This is an optimization exercise on Yosys and OpenROAD, whose aim is small area, a short achievable clock period and few clock cycles, not a production implementation.
Function was not checked in any run shown here: the RTL went through the layout flow alone.
No activity file was given, so power comes from the tool's default toggle rates.

$ cat flow/config.mk
export PLATFORM = sky130hd
export DESIGN_NAME = instr_executor
export DESIGN_NICKNAME = instr_executor
export VERILOG_FILES = /design/flow/design.v
export SDC_FILE = /design/flow/constraint.sdc
export NUM_CORES = 4
export LEC_CHECK = 0
export CAP_MARGIN = 20
export CORE_MARGIN = 2
export CORE_UTILIZATION = 40
export SETUP_SLACK_MARGIN = 5
export SLEW_MARGIN = 20
$ cat flow/constraint.sdc
create_clock -name core_clock -period 10.0 [get_ports {clk}]
set_input_delay 2.0000 -clock core_clock [delete_from_list [all_inputs] [get_ports {clk}]]
set_output_delay 2.0000 -clock core_clock [all_outputs]
set_load 0.01 [all_outputs]
$ cat flow/design.v
package instr_executor_pkg;
  localparam int PTR_W = 5;
  localparam int OP_W  = 32;
  localparam int RES_W = 64;
  typedef enum logic [3:0] {
    ZERO  = 4'd0,
    PASSA = 4'd1,
    PASSB = 4'd2,
    ADD   = 4'd3,
    SUB   = 4'd4,
    MULT  = 4'd5,
    DIV   = 4'd6,
    MOD   = 4'd7
  } opcode_t;
  typedef logic signed [OP_W-1:0]  operand_t;
  typedef logic signed [RES_W-1:0] result_t;
  typedef struct packed {
    opcode_t  opc;
    operand_t op_a;
    operand_t op_b;
  } instruction_t;
  typedef enum logic [2:0] {
    E0  = 3'd0,    
    E1  = 3'd1,    
    E2  = 3'd2,    
    IT  = 3'd3,    
    NG  = 3'd4     
  } exec_step_t;
endpackage
import instr_executor_pkg::*;
module instr_div_lsc (
  input  logic [31:0] v,
  output logic [5:0]  n
);
  logic [31:0] y;
  always_comb begin
    y = v ^ {32{v[31]}};
    n = 6'd32;
    for (int i = 0; i < 32; i++)
      if (y[i]) n = 6'(31 - i);
  end
endmodule
module instr_div_step (
  input  logic [31:0] rem,
  input  logic [33:0] dsr1,      
  input  logic [35:0] dsr3,      
  output logic [1:0]  digit,
  output logic [31:0] rem_next
);
  logic [36:0] t1, t2, t3;
  logic        ge1, ge2, ge3;
  always_comb begin
    t1  = {5'd0, rem} - {3'd0, dsr1};
    t2  = {5'd0, rem} - {2'd0, dsr1, 1'b0};
    t3  = {5'd0, rem} - {1'd0, dsr3};
    ge1 = ~t1[36];
    ge2 = ~t2[36];
    ge3 = ~t3[36];
    if (ge3)      begin digit = 2'd3; rem_next = t3[31:0]; end
    else if (ge2) begin digit = 2'd2; rem_next = t2[31:0]; end
    else if (ge1) begin digit = 2'd1; rem_next = t1[31:0]; end
    else          begin digit = 2'd0; rem_next = rem;      end
  end
endmodule
import instr_executor_pkg::*;
module instr_executor (
  input  logic               clk,
  input  logic               reset,
  input  logic               start,
  input  logic [PTR_W-1:0]   first_ptr,
  input  logic [PTR_W-1:0]   last_ptr,
  output logic [PTR_W-1:0]   read_pointer,
  input  instr_executor_pkg::instruction_t       instruction_word,
  output logic               res_valid,
  input  logic               res_ready,
  output logic [PTR_W-1:0]   res_pointer,
  output instr_executor_pkg::opcode_t            res_opcode,
  output instr_executor_pkg::result_t            result,
  output logic               div_by_zero,
  output logic               busy,
  output logic               done
);
  typedef struct packed {
    logic xa;     
    logic xr;     
    logic xb;     
    logic ya;     
    logic ya2;    
    logic yb;     
    logic yb2;    
    logic yr;     
    logic yd2;    
    logic inv;    
    logic wr;     
    logic rdiv;   
    logic dlast;  
    logic fin;    
  } ctrl_t;
  logic             busy_q;
  logic             done_q;
  logic             fetch_q;           
  logic [PTR_W-1:0] rd_ptr_q;
  logic [PTR_W-1:0] last_q;
  logic             e_val_q;           
  instr_executor_pkg::exec_step_t es_q;
  ctrl_t            c_q;
  logic [3:0]       e_opc_q;
  logic [PTR_W-1:0] e_ptr_q;
  logic             e_last_q;
  logic             swap_q;            
  logic             neg_q;             
  logic [4:0]       cnt_q;             
  logic [63:0]      a_q;               
  logic [33:0]      b_q;               
  logic             r_val_q;
  logic             r_last_q;
  logic [63:0]      res_q;             
  logic [PTR_W-1:0] r_ptr_q;
  logic [3:0]       r_opc_q;
  logic             r_dbz_q;
  logic is_mul, is_dm, is_div;
  always_comb begin
    is_mul = (e_opc_q == MULT);
    is_div = (e_opc_q == DIV);
    is_dm  = (e_opc_q == DIV) || (e_opc_q == MOD);
  end
  logic [63:0] bsx;
  logic [63:0] x_op, y_src, y_op, sum;
  always_comb begin
    bsx   = {{32{b_q[31]}}, b_q[31:0]};
    x_op  = ({64{c_q.xa}}  & a_q)
          | ({64{c_q.xr}}  & res_q)
          | ({64{c_q.xb}}  & {30'd0, b_q});
    y_src = ({64{c_q.ya}}  & a_q)
          | ({64{c_q.ya2}} & {a_q[62:0], 1'b0})
          | ({64{c_q.yb}}  & bsx)
          | ({64{c_q.yb2}} & {bsx[62:0], 1'b0})
          | ({64{c_q.yr}}  & res_q)
          | ({64{c_q.yd2}} & {29'd0, b_q, 1'b0});
    y_op  = y_src ^ {64{c_q.inv}};
    sum   = x_op + y_op + {63'd0, c_q.inv};
  end
  logic [5:0]  lsc_a, lsc_b;
  logic [6:0]  s_est;
  logic        q0_now;
  logic [31:0] b_mag;
  logic [1:0]  digit;
  logic [31:0] rem_next;
  logic [31:0] quo_next;
  logic [33:0] dsr_norm;
  instr_div_lsc u_lsc_a (.v(a_q[31:0]), .n(lsc_a));
  instr_div_lsc u_lsc_b (.v(b_q[31:0]), .n(lsc_b));
  instr_div_step u_step (
    .rem      (res_q[31:0]),
    .dsr1     (b_q),
    .dsr3     (a_q[35:0]),
    .digit    (digit),
    .rem_next (rem_next)
  );
  always_comb begin
    b_mag    = b_q[31] ? 32'(-b_q[31:0]) : b_q[31:0];
    s_est    = {1'b0, lsc_b} - {1'b0, lsc_a} + {6'd0, a_q[31]};
    q0_now   = s_est[6];                       
    dsr_norm = b_q << {cnt_q, 1'b0};
    quo_next = {res_q[61:32], digit};
  end
  function automatic ctrl_t booth_ctrl(input logic [2:0] d, input logic use_b, input logic acc);
    ctrl_t c;
    logic  one, two;
    c     = '0;
    one   = d[1] ^ d[0];
    two   = (d[2] & ~d[1] & ~d[0]) | (~d[2] & d[1] & d[0]);
    c.xr  = acc;
    c.ya  = one & ~use_b;
    c.ya2 = two & ~use_b;
    c.yb  = one & use_b;
    c.yb2 = two & use_b;
    c.inv = d[2] & ~(d[1] & d[0]);
    c.wr  = 1'b1;
    booth_ctrl = c;
  endfunction
  logic [31:0] q_cur;
  always_comb begin
    q_cur = (es_q == E0 && swap_q) ? a_q[31:0] : b_q[31:0];
  end
  logic        res_free;
  logic        step;
  logic        fetch_en;
  logic        xfer;
  ctrl_t       c_next;           
  ctrl_t       c_fetch;          
  instr_executor_pkg::exec_step_t es_next;
  logic [63:0] res_d;
  logic [3:0]  f_opc;
  logic [31:0] f_a, f_b;
  logic        f_swap, f_bz, f_last1;
  logic [31:0] f_q;
  always_comb begin
    f_opc   = instruction_word.opc;
    f_a     = instruction_word.op_a;
    f_b     = instruction_word.op_b;
    f_swap  = ((f_a[31:15] == '0) || (f_a[31:15] == '1))
           && !((f_b[31:15] == '0) || (f_b[31:15] == '1));
    f_q     = f_swap ? f_a : f_b;
    f_last1 = (f_q[31:1] == '0) || (f_q[31:1] == '1);
    f_bz    = (f_b == '0);
    c_fetch = '0;
    c_fetch.wr = 1'b1;
    c_fetch.fin = 1'b1;
    case (f_opc)
      PASSA: c_fetch.xa = 1'b1;
      PASSB: c_fetch.yb = 1'b1;
      ADD:   begin c_fetch.xa = 1'b1; c_fetch.yb = 1'b1; end
      SUB:   begin c_fetch.xa = 1'b1; c_fetch.yb = 1'b1; c_fetch.inv = 1'b1; end
      MULT:  begin
        c_fetch     = booth_ctrl({f_q[1:0], 1'b0}, f_swap, 1'b0);
        c_fetch.fin = f_last1;
      end
      DIV, MOD: if (!f_bz) begin
        c_fetch.ya  = 1'b1;                  
        c_fetch.inv = f_a[31];
        c_fetch.fin = 1'b0;
      end
      default: ;
    endcase
  end
  always_comb begin
    c_next  = '0;
    es_next = es_q;
    case (es_q)
      E0: if (is_mul) begin
        es_next    = IT;
        c_next     = booth_ctrl(q_cur[3:1], 1'b0, 1'b1);
        c_next.fin = (q_cur[31:3] == '0) || (q_cur[31:3] == '1);
      end else begin
        es_next    = E1;
        c_next.fin = q0_now;
        c_next.wr  = q0_now;
        c_next.xa  = q0_now && !is_div;      
      end
      E1: begin
        es_next    = E2;
        c_next.xb  = 1'b1;                   
        c_next.yd2 = 1'b1;
      end
      E2: begin
        es_next     = IT;
        c_next.wr   = 1'b1;
        c_next.rdiv = 1'b1;
        c_next.dlast = (cnt_q == 5'd0);
        c_next.fin  = (cnt_q == 5'd0) && !neg_q;
      end
      IT: if (is_mul) begin
        c_next     = booth_ctrl(b_q[3:1], 1'b0, 1'b1);
        c_next.fin = (b_q[31:3] == '0) || (b_q[31:3] == '1);
      end else if (cnt_q == 5'd0) begin
        es_next    = NG;
        c_next.yr  = 1'b1;
        c_next.inv = 1'b1;
        c_next.wr  = 1'b1;
        c_next.fin = 1'b1;
      end else begin
        c_next.wr   = 1'b1;
        c_next.rdiv = 1'b1;
        c_next.dlast = (cnt_q == 5'd1);
        c_next.fin  = (cnt_q == 5'd1) && !neg_q;
      end
      default: ;
    endcase
  end
  always_comb begin
    res_free = !r_val_q || res_ready;
    step     = e_val_q && res_free;
    xfer     = r_val_q && res_ready;
    fetch_en = fetch_q && (!e_val_q || (step && c_q.fin));
    if (c_q.rdiv)
      res_d = c_q.dlast ? {32'd0, is_div ? quo_next : rem_next} : {quo_next, rem_next};
    else
      res_d = sum;
  end
  always_ff @(posedge clk) begin
    if (reset) begin
      busy_q  <= 1'b0;
      done_q  <= 1'b0;
      fetch_q <= 1'b0;
      e_val_q <= 1'b0;
      r_val_q <= 1'b0;
    end else begin
      done_q <= 1'b0;
      if (!busy_q && start) begin
        busy_q  <= 1'b1;
        fetch_q <= 1'b1;
      end
      if (xfer && r_last_q) begin
        busy_q <= 1'b0;
        done_q <= 1'b1;
      end
      if (fetch_en && (rd_ptr_q == last_q)) fetch_q <= 1'b0;
      if (fetch_en)              e_val_q <= 1'b1;
      else if (step && c_q.fin)  e_val_q <= 1'b0;
      if (step && c_q.fin) r_val_q <= 1'b1;
      else if (xfer)       r_val_q <= 1'b0;
    end
  end
  always_ff @(posedge clk) begin
    if (!busy_q && start) begin
      rd_ptr_q <= first_ptr;
      last_q   <= last_ptr;
    end else if (fetch_en) begin
      rd_ptr_q <= rd_ptr_q + 1'b1;
    end
    if (fetch_en) begin
      es_q     <= E0;
      c_q      <= c_fetch;
      e_opc_q  <= f_opc;
      e_ptr_q  <= rd_ptr_q;
      e_last_q <= (rd_ptr_q == last_q);
      swap_q   <= f_swap;
      a_q      <= {{32{f_a[31]}}, f_a};
      b_q      <= {{2{f_b[31]}}, f_b};
    end else if (step) begin
      es_q <= es_next;
      c_q  <= c_next;
      case (es_q)
        E0: if (is_mul) begin
          a_q <= swap_q ? {bsx[61:0], 2'b00} : {a_q[61:0], 2'b00};
          b_q <= {{4{q_cur[31]}}, q_cur[31:2]};
        end else begin
          b_q   <= {2'b00, b_mag};
          cnt_q <= s_est[5:1];
          neg_q <= is_div ? (a_q[31] ^ b_q[31]) : a_q[31];
        end
        E1: b_q <= dsr_norm;
        E2: a_q <= sum;
        IT: if (is_mul) begin
          a_q <= {a_q[61:0], 2'b00};
          b_q <= {{2{b_q[33]}}, b_q[33:2]};
        end else begin
          a_q   <= {2'b00, a_q[63:2]};
          b_q   <= {2'b00, b_q[33:2]};
          cnt_q <= cnt_q - 1'b1;
        end
        default: ;
      endcase
    end
    if (step && c_q.wr) res_q <= res_d;
    if (step && c_q.fin) begin
      r_ptr_q  <= e_ptr_q;
      r_opc_q  <= e_opc_q;
      r_dbz_q  <= (es_q == E0) && is_dm;
      r_last_q <= e_last_q;
    end
  end
  assign read_pointer = rd_ptr_q;
  assign res_valid    = r_val_q;
  assign res_pointer  = r_ptr_q;
  assign res_opcode   = instr_executor_pkg::opcode_t'(r_opc_q);
  assign result       = res_q;
  assign div_by_zero  = r_dbz_q;
  assign busy         = busy_q;
  assign done         = done_q;
endmodule
$ cat flow/run.sh
#!/bin/bash
# synth_recipe.tcl (not shown) runs the flow's synth.tcl, then flattens the netlist and writes it again
# the make line also repeats each setting of config.mk as NAME=value (left out here)
make -C /OpenROAD-flow-scripts/flow DESIGN_CONFIG=/design/flow/config.mk WORK_HOME=/design/flow/orfs CLKGATE_MAP_FILE= SYNTH_SCRIPT=/design/flow/synth_recipe.tcl finish
==> flow_metrics.tcl, run 1 <==
set metrics [dict create \
    tns_ps 0 \
    routabilityCongestion 1.01 \
    fin_crit_ps 4970 \
    synth-edff-count 209 \
    drt-pass1-iter-count 14 \
    dp.cells 4380 \
    cts_inserted_buffers 31 \
    path_max_fanout 8 \
    syn_inst 3569 \
    post_synth.cell_area_avg_um2 7.68 \
    crit_buf_inv 1 \
    grt_pass1_wl_um 186000 \
    ys_ff_latch 222 \
    synth_nets 3831 \
    finalSetupViolations 0 \
    wirelength_um 129000 \
    timing.rr.start "b_q[1]$_DFFE_PP_" \
    holdCritStartpoint "e_ptr_q[0]$_DFFE_PP_" \
    cts_buffer_depth 3 \
    required_ps 10430 \
    endpoint_kind "flop" \
    rsz0062_at_grt "true" \
    cp_slowest_cell "nor3_1" \
    finalPower_mw 8.30 \
    status "finished clean" \
    via_count 30600 \
    p_per_area_nw_per_um2 266 \
    wl_per_cell_um 28.7 \
    path_delay_family "simple AND/OR/NAND/NOR gates" \
    grt_pass1_vias 27600 \
    peakVddDrop_v 0.000148 \
    layout-drive-gt1-share_pct 6.74 \
    drt_iter0_drc 5264 \
    via_per_inst 6.84 \
    ys_warn_count 3 \
    start_kind "input pin" \
    grtUsageTotal_pct 34.7 \
    dieArea_um2 70600 \
    synth_area_um2 27400 \
    tritoncts "done" \
    ctsHtreeMaxLevel 1 \
    slew_violations 0 \
    post-route-drc-count 0 \
    ys_async_sr_fraction_pct 0 \
    nNetsFinal 3842 \
    fin_cells 4481 \
    tightest_slew_ps 1140 \
    maxSlewHeadroom_pct 23.5 \
    die_y_um 266 \
    postLayoutCellArea_um2 31200 \
    period_share_pct 49.7 \
    rows 95 \
    core_area_um2 67500 \
    hold_class "reg -> reg" \
    clkLatencyLatePin_ps 650 \
    final_antenna_net_count 0 \
    critPathMaxStageDelay_ps 860 \
    fill_cells 6802 \
    max_freq_mhz 201 \
    holdBufCountCts 0 \
    cpMostUsedCell "nor4_1" \
    hpwlAfterDp_um 93100 \
    crit_type "in -> reg" \
    port_buffers 163 \
    place_area_um2 29700 \
    grt_max_degree 70 \
    synth_ff_type "edfxtp_1" \
    seq_area_frac_synth_pct 23.8 \
    clk_pin_slew_ps 60 \
    power_leakage_nw 12.0 \
    die_w_um 266 \
    ys_types 87 \
    arrival_ps 5400 \
    start_util_pct 40.6 \
    antenna_found_initial 6 \
    cts.sinks 222 \
    fin_skew_ps 34.5 \
    io_pins 164 \
    cts_root_buf "clkbuf_16" \
    cp_cell_sequence "clkdlybuf4s50_1 > nor4_1 > nand4_1 > nor4_1 > a41oi_1 > nor3_1 > a32o_1 > a21o_1 > nand2_1 > o211ai_1 > nand3_1 > o41ai_2" \
    areaGrowthSynthToFinish_pct 13.8 \
    max-cap-violations 0 \
    cp-startpoint "instruction_word[48]" \
    grt.overflow.total 0 \
    hold_violations 0 \
]
==> path summary, 6_finish.rpt <==
kind	to	depth (start not counted)	slack, ps
max	c_q[0]$_DFFE_PN_	12	5030
min	r_ptr_q[0]$_DFFE_PP_	0	420
max reg2reg	c_q[0]$_DFFE_PN_	22	5050
min reg2reg	r_ptr_q[0]$_DFFE_PP_	0	420
==> worst reg2reg max path, delay by kind of cell, from the launching register on <==
family                     cells  cell delay (ps)
AOI/OAI and AO/OA             16             2710
xor gates and xnor gates       1              200
buffers and inverters          1              250
and+or+nand+nor                2              200
adders and majority gates      2              760
DFF                            1              550
==> repair_timing <==
action                                  in CTS  in global routing
resized for setup                           15                 47
pin swaps                                    1                  2
cloned                                       1                  2
setup buffers                               14                 23
endpoints found under the setup margin      64                128
==> report_power, final <==
group | internal, mW | switching [mW]
combinational | 2.01 | 3.47
clock | 0.622 | 0.491
sequential | 1.33 | 0.371
==> cell type report <==
class / instances / area, um2 / share of cell area [%]
Inverter: 157 / 614 / 1.97
Timing Repair inverter: 2 / 10.0 / 0.0321
Tap cell: 873 / 1090 / 3.50
Sequential cell: 222 / 6540 / 21.0
Timing Repair Buffer: 278 / 2590 / 8.30
Clock buffer: 38 / 802 / 2.57
Multi-Input combinational cell: 2888 / 19400 / 62.1
Antenna cell: 3 / 7.51 / 0.0241
Clock inverter: 20 / 173 / 0.554
==> metrics by stage <==
step	utilization, %	hold slack, ps	worst slack [ps]
after floorplan	-	400	5030
after global placement	43.9	400	4310
after detailed placement	43.9	408	4230
after CTS	45.6	422	4880
after global routing	46.2	430	4860
final	46.2	421	5030
==> sequential cells by signal (all words and copies together), names as in the netlist, 3 cells and up <==
signal	flops
e_ptr_q	5
rd_ptr_q	5
r_opc_q	4
e_opc_q	4
a_q	64
res_q	64
b_q	34
es_q	3
cnt_q	5
c_q	14
r_ptr_q	5
last_q	5
==> Yosys cell counts (32+ instances only) <==
cell type	n	share of area, %
nand2_1	351	4.8
a21oi_1	311	5.7
nor2_1	297	4.1
clkbuf_1	270	3.7
o21ai_0	224	4.1
edfxtp_1	209	23
xnor2_1	181	5.8
ha_1	175	8.0
inv_1	153	2.1
nor3_1	95	1.7
a222oi_1	94	3.4
a22oi_1	94	2.6
a21o_1	88	2.4
nand3_1	84	1.5
a31oi_1	73	1.7
xor2_1	66	2.1
o211ai_1	65	1.8
a221oi_1	60	1.9
nand4_1	60	1.4
mux2i_1	51	1.9
o21a_1	45	1.2
nor2b_1	35	0.80
and2_1	32	0.73
nor4_1	32	0.73
==> cells by family (layout without fill, tap and decap cells) <==
kind of cell / count (synthesis) / in the layout / synth area share (%)
AOI/OAI and AO/OA: 1313 / 1313 / 32.7
xor gates and xnor gates: 247 / 247 / 7.89
adders and majority gates: 180 / 180 / 8.35
buffers and inverters: 459 / 495 / 6.33
DFF: 222 / 222 / 23.8
muxes: 60 / 60 / 2.48
other: 0 / 3 / 0
and+or+nand+nor: 1088 / 1088 / 18.4
==> cell usage in the layout, fill, tap and decap left out, types with 10 or more instances in the layout <==
| master | count |
|---|---|
| a211oi_1 | 24 |
| a21o_1 | 88 |
| a21oi_1 | 302 |
| a21oi_2 | 11 |
| a221oi_1 | 58 |
| a222oi_1 | 94 |
| a22o_1 | 30 |
| a22oi_1 | 94 |
| a31oi_1 | 73 |
| and2_1 | 32 |
| and3_1 | 15 |
| buf_4 | 104 |
| clkbuf_16 | 32 |
| clkdlybuf4s50_1 | 163 |
| dfxtp_1 | 11 |
| edfxtp_1 | 209 |
| ha_1 | 175 |
| inv_1 | 147 |
| mux2i_1 | 51 |
| nand2_1 | 347 |
| nand2b_1 | 29 |
| nand3_1 | 84 |
| nand4_1 | 60 |
| nor2_1 | 294 |
| nor2b_1 | 32 |
| nor3_1 | 93 |
| nor4_1 | 31 |
| o211ai_1 | 65 |
| o21a_1 | 45 |
| o21ai_0 | 219 |
| o21ai_1 | 10 |
| o21bai_1 | 20 |
| o221ai_1 | 11 |
| o22ai_1 | 24 |
| o31ai_1 | 22 |
| or3_1 | 15 |
| or4_1 | 12 |
| xnor2_1 | 180 |
| xor2_1 | 66 |
==> routing by layer <==
layer	vias up	GRT usage (%)	share of wire (%)
met5	-	0	0.042
met4	8	17.9	6.6
met3	458	8.02	13
met2	2230	51.1	41
met1	14400	47.1	39
li1	13600	-	-
==> run 2, diff against run 1 <==
--- a/flow/config.mk
+++ b/flow/config.mk
@@ -10,3 +10,2 @@
 export CORE_UTILIZATION = 40
-export SETUP_SLACK_MARGIN = 5
 export SLEW_MARGIN = 20
==> flow_metrics.tcl, run 2 <==
set metrics [dict create \
    post_synth.cell_area_avg_um2 7.68 \
    cts_buffer_depth 3 \
    via_per_inst 6.86 \
    grt.overflow.total 0 \
    port_buffers 163 \
    drt-pass1-iter-count 14 \
    period_share_pct 59.0 \
    peakVddDrop_v 0.000142 \
    final_antenna_net_count 0 \
    ys_warn_count 3 \
    grtUsageTotal_pct 34.7 \
    cts_root_buf "clkbuf_16" \
    reg2reg_slack_ps 4100 \
    synth_top_cells_by_count "nand2_1 (351), a21oi_1 (311), nor2_1 (297)" \
    crit_type "reg -> reg" \
    layout-drive-gt1-share_pct 4.89 \
    ys_async_sr_fraction_pct 0 \
    hpwlAfterDp_um 93000 \
    grt_pass1_wl_um 186000 \
    hold_class "reg -> reg" \
    dp_slack_ps 4200 \
    clkLatencyLatePin_ps 620 \
    wl_per_cell_um 28.8 \
    holdBufCountCts 0 \
    path_max_fanout 17 \
    synth.area.top_cells "edfxtp_1 (23%), ha_1 (8.0%), xnor2_1 (5.8%)" \
    io_pins 164 \
    max-cap-violations 0 \
    grt_pass1_vias 27600 \
    syn_inst 3569 \
    hold_ws_ps 421 \
    endpoint_kind "flop" \
    core_area_um2 67500 \
    ys_types 87 \
    synth_top_area_share_pct 22.9 \
    synth_largest_area_cell "edfxtp_1" \
    synth_nets 3831 \
    power.share.clock_pct 13.3 \
    cp_cell_sequence "inv_1 > o2111ai_1 > a32oi_1 > a21oi_1 > a21oi_1 > a21oi_1 > o31ai_1 > a2111oi_0 > o32ai_1 > a211oi_1 > o22ai_1 > ha_1 > fa_1 > a21oi_1 > nor2_1 > nor2_1 > o21bai_1 > a21oi_1 > xnor2_1 > a21oi_1 > a221oi_1 > o41ai_1" \
    max_freq_mhz 169 \
    status "finished clean" \
    fill_cells 6827 \
    cts_inserted_buffers 28 \
    finalSetupViolations 0 \
    crit_buf_inv 1 \
    power_leakage_nw 11.7 \
    grtUsageMet2_pct 50.4 \
    p_comb_share_pct 65.2 \
    synth-edff-count 209 \
    ctsHtreeMaxLevel 1 \
    required_ps 10410 \
    post_cts_resized 0 \
    clk_pin_slew_ps 70 \
    tritoncts "done" \
    top_regs "a_q x64, res_q x64, b_q x34" \
    grt_max_degree 87 \
    post-route-drc-count 0 \
    fin_skew_ps 21.9 \
    arrival_ps 6310 \
    cts.sinks 222 \
    critPathMaxStageDelay_ps 990 \
    utilization_pct 45.4 \
    rows 95 \
    cpMostUsedCell "a21oi_1" \
    tightest_slew_ps 1150 \
    dieArea_um2 70600 \
    tns_ps 0 \
    synth_area_um2 27400 \
    use_met1_pct 46.1 \
    antenna_found_initial 11 \
    gr-usage-met3_pct 9.75 \
    synth_ff_type "edfxtp_1" \
    yosysMostFrequentCell "nand2_1" \
    setup_slack_ps 4100 \
    power.switching_mw 4.30 \
    cp_slowest_cell "edfxtp_1" \
    path_delay_family "compound AO/OA/AOI/OAI gates" \
    slew_violations 0 \
    layout_commonest_cell "nand2_1" \
    grt_busiest_layer "met2" \
    swShare_pct 52.5 \
    p_seq_share_pct 21.4 \
    seq_area_frac_synth_pct 23.8 \
    ys_ff_latch 222 \
    hold_violations 0 \
    die_y_um 266 \
    areaGrowthSynthToFinish_pct 11.7 \
    p_per_area_nw_per_um2 267 \
    start_util_pct 40.6 \
    via_count 30400 \
    cts_setup_buffers 0 \
    internal-power_mw 3.88 \
    drt_iter0_drc 4977 \
    die_w_um 266 \
    wirelength_um 128000 \
    nNetsFinal 3798 \
    maxSlewHeadroom_pct 23.0 \
    routabilityCongestion 1.03 \
    layout_common_cells "nand2_1 (348), a21oi_1 (310), nor2_1 (296), o21ai_0 (223), edfxtp_1 (209)" \
    fin_crit_ps 5900 \
    start_kind "flop" \
    rsz0062_at_grt "false" \
]
run 2: cell count changes in the layout (fill, tap and decap cells not counted), moves of 3 or more:
cell and change:
a21oi_1 +8, a21oi_2 -8, buf_12 -3, buf_4 -28, buf_6 -4, buf_8 -3, clkbuf_1 -4, clkbuf_8 +3
clkinv_1 -5, clkinvlp_4 -5, inv_1 +6, o21ai_0 +4, o21ai_1 -3
run 2: worst paths after layout:
path,depth (start not counted),endpoint,startpoint
hold reg to reg,0,r_ptr_q[4]$_DFFE_PP_,e_ptr_q[4]$_DFFE_PP_
setup / recovery,22,c_q[0]$_DFFE_PN_,b_q[1]$_DFFE_PP_
hold / removal,0,r_ptr_q[4]$_DFFE_PP_,e_ptr_q[4]$_DFFE_PP_
setup reg to reg,22,c_q[0]$_DFFE_PN_,b_q[1]$_DFFE_PP_
run 2: area by class of cell:
| class | instances | area, um2 | share of cell area, % |
|---|---|---|---|
| Multi-Input combinational cell | 2888 | 19200 | 62.8 |
| Sequential cell | 222 | 6540 | 21.4 |
| Timing Repair Buffer | 239 | 2200 | 7.19 |
| Tap cell | 873 | 1090 | 3.57 |
| Clock buffer | 36 | 803 | 2.62 |
| Inverter | 157 | 589 | 1.92 |
| Clock inverter | 16 | 166 | 0.543 |
| Antenna cell | 3 | 7.51 | 0.0245 |
run 2: power groups by stage:
stage	registers [mW]	logic, mW	clock network (mW)
2_1_floorplan	1.52	3.58	0
3_3_place_gp	1.74	5.11	0
3_5_place_dp	1.74	5.10	0
4_1_cts	1.72	5.13	1.09
5_1_grt	1.75	5.70	1.12
6_report	1.75	5.34	1.09
run 2: metal layers:
layer,up-vias,wire length (um),part of all wire (%)
li1,13500,-,-
met1,14300,49500,39
met2,2219,52500,41
met3,446,17100,13
met4,14,8550,6.7
met5,-,94,0.074
run 2: kinds of logic after synthesis:
| group | after synthesis | synth area share, % |
|---|---|---|
| AO/OA/AOI/OAI | 1313 | 32.7 |
| AND/OR/NAND/NOR | 1088 | 18.4 |
| buffers and inverters | 459 | 6.33 |
| XOR/XNOR | 247 | 7.89 |
| flip-flops | 222 | 23.8 |
| adder cells (fa/ha/maj) | 180 | 8.35 |
| multiplexers | 60 | 2.48 |
run 2: per-stage QoR:
| step | instances | cell area (um2) | total power, mW |
|---|---|---|---|
| 2_1_floorplan | 3569 | 27400 | 5.10 |
| 3_5_place_dp | 4379 | 29600 | 6.84 |
| 4_1_cts | 4431 | 30600 | 7.95 |
| 3_3_place_gp | 4379 | 29600 | 6.85 |
| 6_report | 4434 | 30600 | 8.18 |
| 5_1_grt | 4431 | 30600 | 8.57 |

-- port drivers added, routing unchanged --
How much do the figures lean on ideal ports? The routed layouts below were timed once more, with nothing changed but the port constraints.
Step 1 (the two cells are an assumption about what drives the block):
set clk [get_ports {clk}]
set_driving_cell -lib_cell sky130_fd_sc_hd__clkbuf_16 $clk
set_driving_cell -lib_cell sky130_fd_sc_hd__buf_2 [delete_from_list [all_inputs] $clk]
Step 2 adds t to the input delays and takes it off the output delays; t is the mean of the earliest and latest rising clock arrival at the registers after step 1. Input paths then give back, and output paths get back, about the clock's delay inside the block.
Slacks: no drivers / after step 1 / after step 2; pairs: no drivers / after step 1.
run	shift t [ns]	slack for setup (ns)	latest minus earliest clock arrival (ns)
run 1	0.696	5.026 / 5.050 / 4.371	0.035 / 0.034
run 2	0.670	4.098 / 4.098 / 4.098	0.022 / 0.022
After both steps every run listed still meets setup and hold. The setup slack of run 1, which loses most, moves by +0.024 ns with the drivers and by -0.655 ns with both steps.
